From an optimization exercise on the open Yosys and OpenROAD flow, aimed at small area; shortcuts taken in it are not production practice.
Function was checked by simulation only, so behaviour that the tests miss may differ from the original.
Power is estimated from default activity; no workload was simulated.

==> inputs of build 41 <==
==> flow/design.v <==
`default_nettype none
package dcache_pkg;
    localparam int XLEN           = 32;                      
    localparam int WORDS_PER_LINE = 4;
    localparam int LINE_BITS      = XLEN * WORDS_PER_LINE;   
    localparam int N_WAYS         = 2;                       
    typedef logic [XLEN-1:0]                   word_t;      
    typedef logic [LINE_BITS-1:0]              line_t;      
    typedef logic [XLEN/8-1:0]                 byte_en_t;   
    typedef logic [$clog2(WORDS_PER_LINE)-1:0] offset_t;    
    typedef enum logic [2:0] {
        IDLE,          
        LOOKUP,        
        WRITE_BACK,    
        REFILL,        
        REFILL_DONE    
    } cache_state_t;
    typedef struct packed {
        logic     rw;        
        byte_en_t byte_en;
        word_t    addr;
        word_t    wdata;
    } cpu_req_t;
    typedef struct packed {
        logic  rw;           
        word_t addr;         
        line_t line;         
    } mem_req_t;
endpackage
`default_nettype wire
`timescale 1ns/1ps
`default_nettype none
module dcache (
    input  logic         clk_i,
    input  logic         rst_i,
    input  logic         p_strobe_i,
    input  logic         p_rw_i,
    input  logic [3:0]   p_byte_en_i,
    input  logic [31:0]  p_addr_i,
    input  logic [31:0]  p_wdata_i,
    output logic         p_ready_o,
    output logic [31:0]  p_rdata_o,
    output logic         m_strobe_o,
    output logic         m_rw_o,
    output logic [31:0]  m_addr_o,
    output logic [127:0] m_data_o,
    input  logic         m_ready_i,
    input  logic [127:0] m_data_i
);
    localparam int TAG_BITS = 25;
    localparam logic [2:0] IDLE   = 3'd0,    
                           LOOKUP = 3'd1,    
                           WB     = 3'd2,    
                           WB2    = 3'd3,    
                           RF     = 3'd4,    
                           RF2    = 3'd5,    
                           RDONE  = 3'd6;    
    logic [2:0]  state_q;
    logic [1:0]  cnt_q;                      
    logic [1:0]  cnt_d;
    logic        pend_q;                     
    logic        rw_q;
    logic [3:0]  be_q;
    logic [31:2] addr_q;
    logic [31:0] wd_q;
    logic [3:0]  offh_q;                     
    logic [7:0]  dsel_q;                     
    logic [7:0]  tsel_q;                     
    logic [7:0][1:0] valid_q;
    logic [7:0][1:0] dirty_q;
    logic [7:0]      lru_q;                  
    logic [127:0] fill_q;                    
    logic [2:0]          idx;
    logic [TAG_BITS-1:0] tag;
    assign idx = addr_q[6:4];
    assign tag = addr_q[31:7];
    assign cnt_d = rst_i ? 2'd0 : cnt_q + 2'd1;
    logic [2:0] p_idx;
    logic [1:0] p_j;
    assign p_idx = p_addr_i[6:4];
    assign p_j   = p_idx[1:0] + cnt_d;
    always_ff @(posedge clk_i)
    begin
        if (state_q == IDLE)
        begin
            rw_q   <= p_rw_i;
            be_q   <= p_byte_en_i;
            addr_q <= p_addr_i[31:2];
            wd_q   <= p_wdata_i;
            for (int k = 0; k < 4; k++)
                offh_q[k] <= (p_addr_i[3:2] == 2'(k));
            for (int p = 0; p < 4; p++)
            begin
                dsel_q[2*p]   <= (p_idx[2:1] == 2'(p)) && (p_idx[0] == cnt_d[0]);
                dsel_q[2*p+1] <= (p_idx[2:1] == 2'(p)) && (p_idx[0] != cnt_d[0]);
            end
            for (int r = 0; r < 2; r++)
                for (int q = 0; q < 4; q++)
                    tsel_q[4*r+q] <= (p_idx[2] == 1'(r)) && (p_j == 2'(q));
        end
        else
        begin
            for (int p = 0; p < 4; p++)
            begin
                dsel_q[2*p]   <= dsel_q[2*p+1];
                dsel_q[2*p+1] <= dsel_q[2*p];
            end
            for (int r = 0; r < 2; r++)
                for (int q = 0; q < 4; q++)
                    tsel_q[4*r+q] <= tsel_q[4*r+((q+3)%4)];
        end
        fill_q <= m_data_i;
    end
    logic [127:0]        dat_a [2][4];
    logic [127:0]        dat_b [2][4];
    logic [TAG_BITS-1:0] tag_r [2][2][4];    
    logic [127:0]        wbus;
    logic [127:0]        wmask [2][4];
    logic                tag_we [2][2];
    for (genvar w = 0; w < 2; w++)
    begin : g_way
        for (genvar p = 0; p < 4; p++)
        begin : g_pair
            always_ff @(posedge clk_i)
            begin
                dat_b[w][p] <= dat_a[w][p];
                dat_a[w][p] <= (wbus & wmask[w][p]) | (dat_b[w][p] & ~wmask[w][p]);
            end
        end
        for (genvar r = 0; r < 2; r++)
        begin : g_tring
            always_ff @(posedge clk_i)
            begin
                tag_r[w][r][1] <= tag_r[w][r][0];
                tag_r[w][r][2] <= tag_r[w][r][1];
                tag_r[w][r][3] <= tag_r[w][r][2];
                tag_r[w][r][0] <= tag_we[w][r] ? tag : tag_r[w][r][3];
            end
        end
    end
    logic [TAG_BITS-1:0] way_tag [2];
    always_comb
    begin
        for (int w = 0; w < 2; w++)
        begin
            way_tag[w] = '0;
            for (int r = 0; r < 2; r++)
                for (int q = 0; q < 4; q++)
                    way_tag[w] = way_tag[w] | ({TAG_BITS{tsel_q[4*r+q]}} & tag_r[w][r][q]);
        end
    end
    logic [1:0] way_hit;
    logic       hit;
    logic       hit_way;
    logic       victim;
    logic       victim_dirty;
    always_comb
    begin
        for (int w = 0; w < 2; w++)
            way_hit[w] = valid_q[idx][w] && (way_tag[w] == tag);
    end
    assign hit          = |way_hit;
    assign hit_way      = way_hit[1];
    assign victim       = lru_q[idx];
    assign victim_dirty = valid_q[idx][victim] && dirty_q[idx][victim];
    logic [2:0] state_d;
    always_comb
    begin
        state_d = state_q;
        case (state_q)
            IDLE:   if (p_strobe_i) state_d = LOOKUP;
            LOOKUP: if (hit)               state_d = IDLE;
                    else if (victim_dirty) state_d = WB;
                    else                   state_d = RF;
            WB:     if (m_ready_i) state_d = WB2;
            WB2:    state_d = RF;
            RF:     if (m_ready_i) state_d = RF2;
            RF2:    state_d = RDONE;
            RDONE:  state_d = IDLE;
            default: state_d = IDLE;
        endcase
    end
    logic in_a;                              
    assign in_a = (idx[0] == cnt_q[0]);
    always_ff @(posedge clk_i)
    begin
        cnt_q <= cnt_d;
        if (rst_i)
        begin
            state_q <= IDLE;
            pend_q  <= 1'b0;
        end
        else
        begin
            state_q <= state_d;
            pend_q  <= (state_q == LOOKUP) && hit && rw_q && in_a;
        end
    end
    always_ff @(posedge clk_i)
    begin
        if (rst_i)
        begin
            valid_q <= '0;
            dirty_q <= '0;
            lru_q   <= '0;
        end
        else
        begin
            if (state_q == LOOKUP && hit)
            begin
                lru_q[idx] <= ~hit_way;
                if (rw_q)
                    dirty_q[idx][hit_way] <= 1'b1;
            end
            if (state_q == RDONE)
            begin
                valid_q[idx][victim] <= 1'b1;
                dirty_q[idx][victim] <= rw_q;
                lru_q[idx]           <= ~victim;
            end
        end
    end
    logic       fill_now;
    logic       hit_now;
    logic       tag_win;
    logic [1:0] we_way;
    assign fill_now = !in_a && ((state_q == RF && m_ready_i) || state_q == RF2);
    assign hit_now  = !in_a && (((state_q == LOOKUP) && hit && rw_q) || pend_q);
    assign tag_win  = ((state_q == LOOKUP) && !hit && !victim_dirty) ||
                      ((state_q == WB) && m_ready_i) ||
                      state_q == WB2 || state_q == RF || state_q == RF2 ||
                      state_q == RDONE;
    always_comb
    begin
        for (int w = 0; w < 2; w++)
        begin
            we_way[w] = fill_now ? (victim == 1'(w)) : (hit_now && way_hit[w]);
            for (int r = 0; r < 2; r++)
                tag_we[w][r] = tag_win && (victim == 1'(w)) && (idx[2] == 1'(r)) &&
                               (cnt_q == ~idx[1:0]);
        end
    end
    always_comb
    begin
        for (int k = 0; k < 4; k++)
            for (int b = 0; b < 4; b++)
                wbus[k*32 + b*8 +: 8] =
                    (!fill_now || (rw_q && offh_q[k] && be_q[b])) ? wd_q[b*8 +: 8] :
                    (state_q == RF) ? m_data_i[k*32 + b*8 +: 8] : fill_q[k*32 + b*8 +: 8];
    end
    always_comb
    begin
        for (int w = 0; w < 2; w++)
            for (int p = 0; p < 4; p++)
                for (int k = 0; k < 4; k++)
                    for (int b = 0; b < 4; b++)
                        wmask[w][p][k*32 + b*8 +: 8] =
                            {8{we_way[w] && idx[2:1] == 2'(p) &&
                               (fill_now || (offh_q[k] && be_q[b]))}};
    end
    logic         sel_way;
    logic [1:0]   wsel;
    logic [127:0] line_sel;
    assign sel_way = (state_q == LOOKUP) ? hit_way : victim;
    assign wsel    = {sel_way, !sel_way};
    always_comb
    begin
        line_sel = '0;
        for (int w = 0; w < 2; w++)
            for (int p = 0; p < 4; p++)
                line_sel = line_sel
                         | ({128{dsel_q[2*p]   && wsel[w]}} & dat_a[w][p])
                         | ({128{dsel_q[2*p+1] && wsel[w]}} & dat_b[w][p]);
    end
    always_comb
    begin
        p_rdata_o = '0;
        for (int k = 0; k < 4; k++)
            p_rdata_o = p_rdata_o | ({32{offh_q[k]}} & line_sel[k*32 +: 32]);
    end
    assign p_ready_o  = ((state_q == LOOKUP) && hit) || (state_q == RDONE);
    assign m_strobe_o = (state_q == WB) || (state_q == RF);
    assign m_rw_o     = (state_q == WB);
    assign m_addr_o   = {m_rw_o ? way_tag[sel_way] : tag, idx, 4'b0000};
    assign m_data_o   = line_sel;
endmodule
`default_nettype wire
==> flow/run.sh <==
#!/bin/bash
# synth_recipe.tcl (not shown) runs the flow's synth.tcl, then flattens the netlist and writes it again
# the make line also repeats each setting of config.mk as NAME=value (left out here)
make -C /OpenROAD-flow-scripts/flow DESIGN_CONFIG=/design/flow/config.mk WORK_HOME=/design/flow/orfs CLKGATE_MAP_FILE= SYNTH_SCRIPT=/design/flow/synth_recipe.tcl finish
==> flow/config.mk <==
export PLATFORM = sky130hd
export DESIGN_NAME = dcache
export DESIGN_NICKNAME = dcache
export VERILOG_FILES = /design/flow/design.v
export SDC_FILE = /design/flow/constraint.sdc
export NUM_CORES = 4
export LEC_CHECK = 0
export CAP_MARGIN = 20
export CORE_MARGIN = 2
export CORE_UTILIZATION = 70
export CTS_BUF_LIST = sky130_fd_sc_hd__clkbuf_8
export CTS_CLUSTER_DIAMETER = 50
export CTS_CLUSTER_SIZE = 16
export SLEW_MARGIN = 20
==> flow/constraint.sdc <==
create_clock -name core_clock -period 10.0 [get_ports {clk_i}]
set_input_delay 2.0000 -clock core_clock [delete_from_list [all_inputs] [get_ports {clk_i}]]
set_output_delay 2.0000 -clock core_clock [all_outputs]
set_load 0.01 [all_outputs]
==> inputs of build 58, as changes to build 41 <==
CORE_UTILIZATION = 40   (was 70)
CTS_BUF_LIST = sky130_fd_sc_hd__clkbuf_4   (was sky130_fd_sc_hd__clkbuf_8)
CTS_CLUSTER_DIAMETER = not set   (was 50)
CTS_CLUSTER_SIZE = not set   (was 16)
==> impl_results.md <==
* Worst-path fanout max at 33
* Die Ht at roughly 360 µm
* P_sw at slightly below 6 mW
* Final worst slack at roughly 0.64 ns
* Met2 WL post-DR at ~120,000 µm
* Status: finished clean
* Post-layout min period at approximately 9.4 ns
* Clk pwr at between 5 and 6 mW
* Die ar. at ~0.13 mm²
* Routed vias/inst at just under 7
* R2r setup slk at roughly 4.1 ns
* Routing usage on met2 at 0.615
* Hold WS at approximately 0.33 ns
* Area Overhead vs Synth at 10.0%
* PD cells at roughly 210 mW/mm²
* Skew-Pair Late Insertion Delay at ~0.96 ns
* Slowest cell on the critical path: dfxtp_2
the above is filed under build 41

==> impl_results.md <==
* Status: finished clean
* Routed vias/inst at between 5 and 6
* Multi-In Gates at roughly 3.9k
* PD cells at 233 mW/mm²
* Worst-path fanout max at 34
* Die ar. at 0.228 mm²
* P_sw at 7.12 mW
* Clk pwr at between 9 and 10 mW
* Area Overhead vs Synth at 17.3%
* DRC Markers at 0
* R2r setup slk at a little under 4 ns
* Die X at about 480 µm
* Final worst slack at between 0.2 and 0.25 ns
* Synthesized flop and latch total at about 2.7k
* Post-layout min period at ~9.8 ns
* Hold WS at between 0.2 and 0.3 ns
* Largest net degree at the start of global routing at between 100 and 150
* Skew-Pair Late Insertion Delay at ~1.5 ns
* Met1 WL at ~130,000 µm
* Slowest cell on the critical path: o21a_4
* Fmax at around 100 MHz
the above is filed under build 58

afterwards: timing with drivers on the ports:
No port has a modelled driver above. Below, the same layouts with a new extraction and two added sets of constraints. Step 1, drivers: a clkbuf_16 drives clk_i and a buf_2 each remaining input, both assumed. Step 2, shift: input delay + t, output delay - t, t = (earliest + latest rising clock arrival at the registers) / 2. This alone moves slack from input paths to output paths. Three values: ideal, step 1, step 2; two values: the first two.
run | t (ns) | setup slack, ns | worst setup path at the end | clock arrival spread, ns | cell pins on the clock port's net
build 41 | 1.019 | 0.639 / 0.561 / 1.581 | register to output | 0.039 / 0.039 | 1
build 58 | 1.456 | 0.241 / 0.151 / 1.607 | register to output | 0.160 / 0.160 | 1
After both steps every run listed still meets setup and hold.
